Context: an optimization exercise on an open-source flow, tuned for small area, a short achievable clock period and few clock cycles per item. The choices shown serve that exercise and are no tape-out recipe. At most, simulation tests tie the RTL to the original design; equivalence was not proved.

==> run P: inputs <==
## float_mul_pipe
module float_mul_pipe #(
  parameter int E_BIT = 8,
  parameter int F_BIT = 23,
  parameter int TAG_W = 4
) (
  input  logic                 clk,
  input  logic                 rst,
  input  logic                 in_valid,
  output logic                 in_ready,
  input  logic [E_BIT+F_BIT:0] in_a,
  input  logic [E_BIT+F_BIT:0] in_b,
  input  logic [TAG_W-1:0]     in_tag,
  output logic                 out_valid,
  input  logic                 out_ready,
  output logic [E_BIT+F_BIT:0] out_p,
  output logic [TAG_W-1:0]     out_tag,
  output logic [3:0]           out_flags
);
clock: 8.0 ns
lec_check: 0
cap_margin: 20
core_margin: 2
core_utilization: 70
cts_buf_list: sky130_fd_sc_hd__clkbuf_4 sky130_fd_sc_hd__clkbuf_8
setup_slack_margin: 4.4
slew_margin: 20
synth_hierarchical: 1
synth_minimum_keep_size: 0
standard.sh (not shown) runs the stock make flow with config.mk's settings and CLKGATE_MAP_FILE= SYNTH_SCRIPT=/design/flow/synth_recipe.tcl, a recipe that flattens the netlist after the stock synthesis.
==> flow/flow/run.sh <==
#!/bin/bash
# The standard layout, with plain buf_1 cells (instead of the delay cells that
# buffer_ports picks by default) as the buffers on the input and output ports.
set -euo pipefail
bash standard.sh "BUFFER_PORTS_ARGS=-buffer_cell sky130_fd_sc_hd__buf_1" finish > flow_make.log 2>&1
==> run Y: changes against run P <==
--- a/flow/design.v
+++ b/flow/design.v
@@ -56,16 +56,18 @@
       w_neg[i] = bh & ~(bm & bl);
     end
   end
   function automatic logic [4:0] tz23(input logic [22:0] f);
     tz23 = 5'd23;
     for (int k = 22; k >= 0; k--) if (f[k]) tz23 = 5'(k);
   endfunction
+  logic [5:0] w_tz;
+  assign w_tz = {1'b0, tz23(w_fa)} + {1'b0, tz23(w_fb)};
   logic [22:0] r0_fa;
-  logic [4:0]  r0_tzb;
+  logic        r0_st0, r0_st1;
   logic [11:0] r0_neg, r0_one, r0_two;
   logic [9:0]  r0_ex;
   logic [1:0]  r0_cls;
   logic        r0_sign;
   logic [3:0]  r0_tag;
   always_ff @(posedge clk) begin
     if (w_adv) begin
@@ -73,15 +75,16 @@
       r0_neg  <= w_neg;
       r0_one  <= w_one;
       r0_two  <= w_two;
       r0_ex   <= {2'b00, w_ea} + {2'b00, w_eb} - 10'd127;
       r0_cls  <= w_cls0;
       r0_sign <= in_a[31] ^ in_b[31];
       r0_tag  <= in_tag;
-      r0_tzb  <= tz23(w_fb);
+      r0_st0  <= w_tz < 6'd22;
+      r0_st1  <= w_tz < 6'd23;
     end
   end
   logic [23:0] w_ma;
   assign w_ma = {1'b1, r0_fa};
   logic [24:0] pp0, pp1, pp2, pp3, pp4, pp5, pp6, pp7, pp8, pp9, pp10, pp11;
   logic [24:0] w_pp [12];
   always_comb begin
@@ -727,16 +730,14 @@
   wire lk1_g7, lk1_p7;
   fmul_pfx_gp u_lk1_g7 (.gh(lk0_g7), .ph(lk0_p7), .gl(lk0_g5), .pl(lk0_p5), .g(lk1_g7), .p(lk1_p7));
   wire lk2_g7;
   fmul_pfx_g u_lk2_g7 (.gh(lk1_g7), .ph(lk1_p7), .gl(lk1_g3), .g(lk2_g7));
   wire lk3_g9;
   fmul_pfx_g u_lk3_g9 (.gh(lk0_g9), .ph(lk0_p9), .gl(lk2_g7), .g(lk3_g9));
   wire w_lowc = lk3_g9;
-  logic [5:0] w_tz;
-  assign w_tz = {1'b0, tz23(r0_fa)} + {1'b0, r0_tzb};
   logic [47:0] r1_s, r1_c;
   logic [9:0]  r1_ex;
   logic [1:0]  r1_cls;
   logic        r1_sign;
   logic [3:0]  r1_tag;
   logic        r1_st0, r1_st1;
   logic        r1_lowc;       
@@ -819,16 +820,16 @@
       r1_c[46] <= t294c;
       r1_c[47] <= t295c;
       r1_lowc <= w_lowc;
       r1_ex   <= r0_ex;
       r1_cls  <= r0_cls;
       r1_sign <= r0_sign;
       r1_tag  <= r0_tag;
-      r1_st0  <= w_tz < 6'd22;
-      r1_st1  <= w_tz < 6'd23;
+      r1_st0  <= r0_st0;
+      r1_st1  <= r0_st1;
     end
   end
   logic [47:0] w_s, w_c, w_prod;
   assign w_s[0] = 1'b0;
   assign w_c[0] = 1'b0;
   assign w_s[1] = 1'b0;
   assign w_c[1] = 1'b0;
Settings changed: CORE_UTILIZATION 70 to 80.
==> run E: changes against run P <==
--- a/flow/design.v
+++ b/flow/design.v
@@ -59,25 +59,25 @@
   function automatic logic [4:0] tz23(input logic [22:0] f);
     tz23 = 5'd23;
     for (int k = 22; k >= 0; k--) if (f[k]) tz23 = 5'(k);
   endfunction
   logic [22:0] r0_fa;
   logic [4:0]  r0_tzb;
   logic [11:0] r0_neg, r0_one, r0_two;
-  logic [9:0]  r0_ex;
+  logic [8:0]  r0_es;          
   logic [1:0]  r0_cls;
   logic        r0_sign;
   logic [3:0]  r0_tag;
   always_ff @(posedge clk) begin
     if (w_adv) begin
       r0_fa   <= w_fa;
       r0_neg  <= w_neg;
       r0_one  <= w_one;
       r0_two  <= w_two;
-      r0_ex   <= {2'b00, w_ea} + {2'b00, w_eb} - 10'd127;
+      r0_es   <= {1'b0, w_ea} + {1'b0, w_eb};
       r0_cls  <= w_cls0;
       r0_sign <= in_a[31] ^ in_b[31];
       r0_tag  <= in_tag;
       r0_tzb  <= tz23(w_fb);
     end
   end
   logic [23:0] w_ma;
@@ -188,45 +188,49 @@
   wire t44s, t44c;
   fmul_fa u_t44 (.a(pp2[23]), .b(pp3[21]), .c(pp4[19]), .s(t44s), .co(t44c));
   wire t45s, t45c;
   fmul_fa u_t45 (.a(pp5[17]), .b(pp6[15]), .c(pp7[13]), .s(t45s), .co(t45c));
   wire t46s, t46c;
   fmul_fa u_t46 (.a(pp8[11]), .b(pp9[9]), .c(pp10[7]), .s(t46s), .co(t46c));
   wire t47s, t47c;
-  fmul_fa u_t47 (.a(1'b1), .b(r0_fa[4]), .c(pp2[24]), .s(t47s), .co(t47c));
+  assign t47s = ~(r0_fa[4] ^ pp2[24]);
+  assign t47c = r0_fa[4] | pp2[24];
   wire t48s, t48c;
   fmul_fa u_t48 (.a(pp3[22]), .b(pp4[20]), .c(pp5[18]), .s(t48s), .co(t48c));
   wire t49s, t49c;
   fmul_fa u_t49 (.a(pp6[16]), .b(pp7[14]), .c(pp8[12]), .s(t49s), .co(t49c));
   wire t50s, t50c;
   fmul_ha u_t50 (.a(pp9[10]), .b(pp10[8]), .s(t50s), .co(t50c));
   wire t51s, t51c;
   fmul_fa u_t51 (.a(~r0_neg[2]), .b(r0_fa[5]), .c(pp3[23]), .s(t51s), .co(t51c));
   wire t52s, t52c;
   fmul_fa u_t52 (.a(pp4[21]), .b(pp5[19]), .c(pp6[17]), .s(t52s), .co(t52c));
   wire t53s, t53c;
   fmul_fa u_t53 (.a(pp7[15]), .b(pp8[13]), .c(pp9[11]), .s(t53s), .co(t53c));
   wire t54s, t54c;
-  fmul_fa u_t54 (.a(1'b1), .b(r0_fa[6]), .c(pp3[24]), .s(t54s), .co(t54c));
+  assign t54s = ~(r0_fa[6] ^ pp3[24]);
+  assign t54c = r0_fa[6] | pp3[24];
   wire t55s, t55c;
   fmul_fa u_t55 (.a(pp4[22]), .b(pp5[20]), .c(pp6[18]), .s(t55s), .co(t55c));
   wire t56s, t56c;
   fmul_ha u_t56 (.a(pp7[16]), .b(pp8[14]), .s(t56s), .co(t56c));
   wire t57s, t57c;
   fmul_fa u_t57 (.a(~r0_neg[3]), .b(r0_fa[7]), .c(pp4[23]), .s(t57s), .co(t57c));
   wire t58s, t58c;
   fmul_fa u_t58 (.a(pp5[21]), .b(pp6[19]), .c(pp7[17]), .s(t58s), .co(t58c));
   wire t59s, t59c;
-  fmul_fa u_t59 (.a(1'b1), .b(r0_fa[8]), .c(pp4[24]), .s(t59s), .co(t59c));
+  assign t59s = ~(r0_fa[8] ^ pp4[24]);
+  assign t59c = r0_fa[8] | pp4[24];
   wire t60s, t60c;
   fmul_ha u_t60 (.a(pp5[22]), .b(pp6[20]), .s(t60s), .co(t60c));
   wire t61s, t61c;
   fmul_fa u_t61 (.a(~r0_neg[4]), .b(r0_fa[9]), .c(pp5[23]), .s(t61s), .co(t61c));
   wire t62s, t62c;
-  fmul_ha u_t62 (.a(1'b1), .b(r0_fa[10]), .s(t62s), .co(t62c));
+  assign t62s = ~r0_fa[10];
+  assign t62c = r0_fa[10];
   wire t63s, t63c;
   fmul_ha u_t63 (.a(pp2[0]), .b(t1c), .s(t63s), .co(t63c));
   wire t64s, t64c;
   fmul_ha u_t64 (.a(t2c), .b(t3s), .s(t64s), .co(t64c));
   wire t65s, t65c;
   fmul_fa u_t65 (.a(t5s), .b(t3c), .c(t4s), .s(t65s), .co(t65c));
   wire t66s, t66c;
@@ -378,31 +382,34 @@
   wire t139s, t139c;
   fmul_fa u_t139 (.a(~r0_neg[5]), .b(r0_fa[11]), .c(t62c), .s(t139s), .co(t139c));
   wire t140s, t140c;
   fmul_fa u_t140 (.a(pp6[23]), .b(pp7[21]), .c(pp8[19]), .s(t140s), .co(t140c));
   wire t141s, t141c;
   fmul_fa u_t141 (.a(pp9[17]), .b(pp10[15]), .c(pp11[13]), .s(t141s), .co(t141c));
   wire t142s, t142c;
-  fmul_fa u_t142 (.a(1'b1), .b(r0_fa[12]), .c(pp6[24]), .s(t142s), .co(t142c));
+  assign t142s = ~(r0_fa[12] ^ pp6[24]);
+  assign t142c = r0_fa[12] | pp6[24];
   wire t143s, t143c;
   fmul_fa u_t143 (.a(pp7[22]), .b(pp8[20]), .c(pp9[18]), .s(t143s), .co(t143c));
   wire t144s, t144c;
   fmul_ha u_t144 (.a(pp10[16]), .b(pp11[14]), .s(t144s), .co(t144c));
   wire t145s, t145c;
   fmul_fa u_t145 (.a(~r0_neg[6]), .b(r0_fa[13]), .c(pp7[23]), .s(t145s), .co(t145c));
   wire t146s, t146c;
   fmul_fa u_t146 (.a(pp8[21]), .b(pp9[19]), .c(pp10[17]), .s(t146s), .co(t146c));
   wire t147s, t147c;
-  fmul_fa u_t147 (.a(1'b1), .b(r0_fa[14]), .c(pp7[24]), .s(t147s), .co(t147c));
+  assign t147s = ~(r0_fa[14] ^ pp7[24]);
+  assign t147c = r0_fa[14] | pp7[24];
   wire t148s, t148c;
   fmul_ha u_t148 (.a(pp8[22]), .b(pp9[20]), .s(t148s), .co(t148c));
   wire t149s, t149c;
   fmul_fa u_t149 (.a(~r0_neg[7]), .b(r0_fa[15]), .c(pp8[23]), .s(t149s), .co(t149c));
   wire t150s, t150c;
-  fmul_ha u_t150 (.a(1'b1), .b(r0_fa[16]), .s(t150s), .co(t150c));
+  assign t150s = ~r0_fa[16];
+  assign t150c = r0_fa[16];
   wire t151s, t151c;
   fmul_ha u_t151 (.a(t6s), .b(t66s), .s(t151s), .co(t151c));
   wire t152s, t152c;
   fmul_ha u_t152 (.a(t66c), .b(t67s), .s(t152s), .co(t152c));
   wire t153s, t153c;
   fmul_fa u_t153 (.a(t9s), .b(t68s), .c(t67c), .s(t153s), .co(t153c));
   wire t154s, t154c;
@@ -530,21 +537,23 @@
   wire t215s, t215c;
   fmul_fa u_t215 (.a(pp10[20]), .b(pp11[18]), .c(t149c), .s(t215s), .co(t215c));
   wire t216s, t216c;
   fmul_fa u_t216 (.a(~r0_neg[8]), .b(r0_fa[17]), .c(t150c), .s(t216s), .co(t216c));
   wire t217s, t217c;
   fmul_fa u_t217 (.a(pp9[23]), .b(pp10[21]), .c(pp11[19]), .s(t217s), .co(t217c));
   wire t218s, t218c;
-  fmul_fa u_t218 (.a(1'b1), .b(r0_fa[18]), .c(pp9[24]), .s(t218s), .co(t218c));
+  assign t218s = ~(r0_fa[18] ^ pp9[24]);
+  assign t218c = r0_fa[18] | pp9[24];
   wire t219s, t219c;
   fmul_ha u_t219 (.a(pp10[22]), .b(pp11[20]), .s(t219s), .co(t219c));
   wire t220s, t220c;
   fmul_fa u_t220 (.a(~r0_neg[9]), .b(r0_fa[19]), .c(pp10[23]), .s(t220s), .co(t220c));
   wire t221s, t221c;
-  fmul_ha u_t221 (.a(1'b1), .b(r0_fa[20]), .s(t221s), .co(t221c));
+  assign t221s = ~r0_fa[20];
+  assign t221c = r0_fa[20];
   wire t222s, t222c;
   fmul_ha u_t222 (.a(t155s), .b(t68c), .s(t222s), .co(t222c));
   wire t223s, t223c;
   fmul_fa u_t223 (.a(t156s), .b(t155c), .c(t154c), .s(t223s), .co(t223c));
   wire t224s, t224c;
   fmul_fa u_t224 (.a(t156c), .b(t158s), .c(t157c), .s(t224s), .co(t224c));
   wire t225s, t225c;
@@ -610,15 +619,16 @@
   wire t255s, t255c;
   fmul_fa u_t255 (.a(pp11[21]), .b(t219c), .c(t218c), .s(t255s), .co(t255c));
   wire t256s, t256c;
   fmul_fa u_t256 (.a(t221s), .b(pp10[24]), .c(pp11[22]), .s(t256s), .co(t256c));
   wire t257s, t257c;
   fmul_fa u_t257 (.a(~r0_neg[10]), .b(r0_fa[21]), .c(t221c), .s(t257s), .co(t257c));
   wire t258s, t258c;
-  fmul_ha u_t258 (.a(1'b1), .b(r0_fa[22]), .s(t258s), .co(t258c));
+  assign t258s = ~r0_fa[22];
+  assign t258c = r0_fa[22];
   wire t259s, t259c;
   fmul_ha u_t259 (.a(t154s), .b(t222s), .s(t259s), .co(t259c));
   wire t260s, t260c;
   fmul_fa u_t260 (.a(t157s), .b(t222c), .c(t223s), .s(t260s), .co(t260c));
   wire t261s, t261c;
   fmul_fa u_t261 (.a(t159s), .b(t223c), .c(t224s), .s(t261s), .co(t261c));
   wire t262s, t262c;
@@ -686,15 +696,16 @@
   wire t293s, t293c;
   fmul_fa u_t293 (.a(t220c), .b(t256s), .c(t255c), .s(t293s), .co(t293c));
   wire t294s, t294c;
   fmul_fa u_t294 (.a(pp11[23]), .b(t257s), .c(t256c), .s(t294s), .co(t294c));
   wire t295s, t295c;
   fmul_fa u_t295 (.a(t258s), .b(pp11[24]), .c(t257c), .s(t295s), .co(t295c));
   wire t296s, t296c;
-  fmul_fa u_t296 (.a(1'b1), .b(~r0_neg[11]), .c(t258c), .s(t296s), .co(t296c));
+  assign t296s = ~(~r0_neg[11] ^ t258c);
+  assign t296c = ~r0_neg[11] | t258c;
   logic [9:0] w_lg, w_lp;
   assign w_lg[0] = r0_neg[0] & pp0[0];
   assign w_lp[0] = r0_neg[0] ^ pp0[0];
   assign w_lg[1] = 1'b0;
   assign w_lp[1] = pp0[1];
   assign w_lg[2] = pp1[0] & t0s;
   assign w_lp[2] = pp1[0] ^ t0s;
@@ -730,15 +741,15 @@
   fmul_pfx_g u_lk2_g7 (.gh(lk1_g7), .ph(lk1_p7), .gl(lk1_g3), .g(lk2_g7));
   wire lk3_g9;
   fmul_pfx_g u_lk3_g9 (.gh(lk0_g9), .ph(lk0_p9), .gl(lk2_g7), .g(lk3_g9));
   wire w_lowc = lk3_g9;
   logic [5:0] w_tz;
   assign w_tz = {1'b0, tz23(r0_fa)} + {1'b0, r0_tzb};
   logic [47:0] r1_s, r1_c;
-  logic [9:0]  r1_ex;
+  logic [8:0]  r1_es;
   logic [1:0]  r1_cls;
   logic        r1_sign;
   logic [3:0]  r1_tag;
   logic        r1_st0, r1_st1;
   logic        r1_lowc;       
   always_ff @(posedge clk) begin
     if (w_adv) begin
@@ -815,15 +826,15 @@
       r1_c[42] <= t290c;
       r1_c[43] <= t291c;
       r1_c[44] <= t292c;
       r1_c[45] <= t293c;
       r1_c[46] <= t294c;
       r1_c[47] <= t295c;
       r1_lowc <= w_lowc;
-      r1_ex   <= r0_ex;
+      r1_es   <= r0_es;
       r1_cls  <= r0_cls;
       r1_sign <= r0_sign;
       r1_tag  <= r0_tag;
       r1_st0  <= w_tz < 6'd22;
       r1_st1  <= w_tz < 6'd23;
     end
   end
@@ -1193,20 +1204,20 @@
   assign w_cy[44] = sk5_g34;
   assign w_cy[45] = skinv35;
   assign w_cy[46] = sk5_g36;
   assign w_cy[47] = skinv36;
   assign w_prod[47:22] = w_pr[47:22] ^ w_cy;
   assign w_prod[21:0] = 22'd0;   
   logic        w_msb;
-  logic        w_g1, w_g0, w_st1, w_st0, w_up1, w_up0, w_inexact;
+  logic        w_g1, w_g0, w_st1, w_st0, w_up1, w_up0;
   logic [46:24] w_t;
   logic [21:0]  w_tq, w_qa;     
   logic [22:0]  w_o1, w_o0;     
-  logic [22:0]  w_z1, w_z0, w_i1, w_i0, w_frac;
-  logic         w_all1, w_all0, w_carry;
+  logic [22:0]  w_z1, w_z0;
+  logic         w_all1, w_all0;
   assign w_msb = w_prod[47];
   assign w_g1  = w_prod[23];
   assign w_st1 = r1_st1;
   assign w_g0  = w_prod[22];
   assign w_st0 = r1_st0;
   assign w_t  = w_pr[46:24] ^ w_g[45:23];
   assign w_tq = w_t[46:25];
@@ -1322,75 +1333,77 @@
   assign w_qa[19] = ap4_19;
   assign w_qa[20] = ap4_20;
   assign w_qa[21] = ap4_21;
   assign w_o1 = {w_qa[20:0] & {21{w_prod[24]}}, w_prod[24], 1'b1};
   assign w_o0 = {w_qa[19:0] & {20{w_prod[23] & w_t[24]}}, w_prod[23] & w_t[24], w_prod[23], 1'b1};
   assign w_z1 = w_prod[46:24];
   assign w_z0 = w_prod[45:23];
-  assign w_i1 = w_z1 ^ w_o1;
-  assign w_i0 = w_z0 ^ w_o0;
   assign w_all1 = w_prod[24] & w_qa[21];
   assign w_all0 = w_prod[23] & w_t[24] & w_qa[20];
   assign w_up1 = w_g1 & (w_st1 | w_z1[0]);
   assign w_up0 = w_g0 & (w_st0 | w_z0[0]);
-  always_comb begin
-    if (w_msb) begin
-      w_frac  = w_up1 ? w_i1 : w_z1;
-      w_carry = w_up1 & w_all1;
-    end else begin
-      w_frac  = w_up0 ? w_i0 : w_z0;
-      w_carry = w_up0 & w_all0;
-    end
-  end
-  assign w_inexact = w_msb ? (w_g1 | w_st1) : (w_g0 | w_st0);
-  logic [9:0] w_e0, w_e1, w_e2;
+  logic [7:0] w_e0, w_e1, w_e2;
   logic       w_uf0, w_uf1, w_uf2, w_of0, w_of1, w_of2;
-  assign w_e0 = r1_ex;
-  assign w_e1 = r1_ex + 10'd1;
-  assign w_e2 = r1_ex + 10'd2;
-  assign w_uf0 = $signed(w_e0) <= 0;
-  assign w_uf1 = $signed(w_e1) <= 0;
-  assign w_uf2 = $signed(w_e2) <= 0;
-  assign w_of0 = $signed(w_e0) >= 10'sd255;
-  assign w_of1 = $signed(w_e1) >= 10'sd255;
-  assign w_of2 = $signed(w_e2) >= 10'sd255;
-  logic [7:0] w_ef;
-  logic       w_uf, w_of;
-  always_comb begin
-    case ({w_msb, w_carry})
-      2'b00:   begin w_ef = w_e0[7:0]; w_uf = w_uf0; w_of = w_of0; end
-      2'b11:   begin w_ef = w_e2[7:0]; w_uf = w_uf2; w_of = w_of2; end
-      default: begin w_ef = w_e1[7:0]; w_uf = w_uf1; w_of = w_of1; end
-    endcase
-  end
-  logic [31:0] w_p;
-  logic [3:0]  w_flags;
+  assign w_e0 = r1_es[7:0] + 8'd129;
+  assign w_e1 = r1_es[7:0] + 8'd130;
+  assign w_e2 = r1_es[7:0] + 8'd131;
+  assign w_uf0 = r1_es <= 9'd127;
+  assign w_uf1 = r1_es <= 9'd126;
+  assign w_uf2 = r1_es <= 9'd125;
+  assign w_of0 = r1_es >= 9'd382;
+  assign w_of1 = r1_es >= 9'd381;
+  assign w_of2 = r1_es >= 9'd380;
+  logic [31:0] w_pm0, w_pm1, w_p;
+  logic [3:0]  w_fm0, w_fm1, w_flags;
   always_comb begin
-    w_p     = '0;
-    w_flags = '0;
+    logic       c0, c1;
+    logic [7:0] ef0, ef1;
+    logic       uf0, uf1, of0, of1;
+    c0 = w_up0 & w_all0;
+    c1 = w_up1 & w_all1;
+    ef0 = c0 ? w_e1 : w_e0;
+    uf0 = c0 ? w_uf1 : w_uf0;
+    of0 = c0 ? w_of1 : w_of0;
+    ef1 = c1 ? w_e2 : w_e1;
+    uf1 = c1 ? w_uf2 : w_uf1;
+    of1 = c1 ? w_of2 : w_of1;
+    w_pm0 = '0; w_fm0 = '0;
+    w_pm1 = '0; w_fm1 = '0;
     case (r1_cls)
       C_NAN: begin
-        w_p     = 32'h7FC00000;
-        w_flags = 4'b1000;
+        w_pm0 = 32'h7FC00000; w_fm0 = 4'b1000;
+        w_pm1 = 32'h7FC00000; w_fm1 = 4'b1000;
+      end
+      C_INF: begin
+        w_pm0 = {r1_sign, 8'hFF, 23'd0};
+        w_pm1 = {r1_sign, 8'hFF, 23'd0};
+      end
+      C_ZERO: begin
+        w_pm0 = {r1_sign, 31'd0};
+        w_pm1 = {r1_sign, 31'd0};
       end
-      C_INF:  w_p = {r1_sign, 8'hFF, 23'd0};
-      C_ZERO: w_p = {r1_sign, 31'd0};
       default: begin
-        if (w_uf) begin
-          w_p     = {r1_sign, 31'd0};
-          w_flags = 4'b0011;
-        end else if (w_of) begin
-          w_p     = {r1_sign, 8'hFF, 23'd0};
-          w_flags = 4'b0101;
+        if (uf0) begin
+          w_pm0 = {r1_sign, 31'd0}; w_fm0 = 4'b0011;
+        end else if (of0) begin
+          w_pm0 = {r1_sign, 8'hFF, 23'd0}; w_fm0 = 4'b0101;
+        end else begin
+          w_pm0 = {r1_sign, ef0, w_z0 ^ (w_o0 & {23{w_up0}})}; w_fm0 = {3'b000, w_g0 | w_st0};
+        end
+        if (uf1) begin
+          w_pm1 = {r1_sign, 31'd0}; w_fm1 = 4'b0011;
+        end else if (of1) begin
+          w_pm1 = {r1_sign, 8'hFF, 23'd0}; w_fm1 = 4'b0101;
         end else begin
-          w_p     = {r1_sign, w_ef, w_frac};
-          w_flags = {3'b000, w_inexact};
+          w_pm1 = {r1_sign, ef1, w_z1 ^ (w_o1 & {23{w_up1}})}; w_fm1 = {3'b000, w_g1 | w_st1};
         end
       end
     endcase
+    w_p     = w_msb ? w_pm1 : w_pm0;
+    w_flags = w_msb ? w_fm1 : w_fm0;
   end
   logic [31:0] r_p;
   logic [3:0]  r_flags, r_tag;
   assign out_p     = r_p;
   assign out_tag   = r_tag;
   assign out_flags = r_flags;
   always_ff @(posedge clk) begin
Settings changed: SETUP_SLACK_MARGIN 4.4 to 4.0.
==> results.txt <==
Run Y failed in 5_1_grt (DPL-0038). Run P completed with no timing, DRC or antenna violations. Run E ran to the end with no violations.
Of run E and run P, run P has the higher sequential cell count (gap 2).
In run P the sequential share of layout area is lower than in run E, by 2.4 points.
Against run E, the die area of run P is higher by about 0.9%.
In run E the fmax is lower than in run P, by about 3%.
The lowest area after synthesis belongs to run E, the highest to run P.
In run P the clock skew is lower than in run E, by 7.9 ps.
Against run P, the wire length of run E is smaller by 14%.
Of run E and run P, run P has the higher hold slack (gap 3.0 ps).
First-iteration DRC count: run E is lower than run P (25%).
Between run E and run P, the lower cell count is in run E (gap 5.8%, measured against run P).
Testbench counts of run Y, summed over its fixed seeds: cycles 160,024, items 160,000.
Testbench counts of run E, summed over its fixed seeds: cycles 160,024, items 160,000.
The RTL of run P was laid out without a check of its function.

## what the ideal ports hide
In the flow no input, the clock included, has a driving cell. The finished layouts below were timed again as built, in two steps. Step 1 assumes that a clkbuf_16 drives the clock port and a buf_2 every other input. Step 2, shift: input delay + t, output delay - t, t = (earliest + latest rising clock arrival at the registers) / 2. This alone moves slack from input paths to output paths. Three values: no drivers, after step 1, after step 2; two values: the first two.
run | shift t [ns] | slack for setup (ns) | latest minus earliest clock arrival (ns) | worst register clock-pin slew, ns | cell pins on the clock port's net
run P | 0.641 | 4.134 / 4.134 / 4.134 | 0.041 / 0.041 | 0.07 / 0.07 | 1
run E | 0.661 | 4.019 / 4.019 / 3.671 | 0.043 / 0.043 | 0.07 / 0.07 | 1
After both steps every run listed still meets setup and hold. For run E, which loses most, drivers alone change the setup slack by 0.000 ns; drivers and shift together by -0.348 ns.
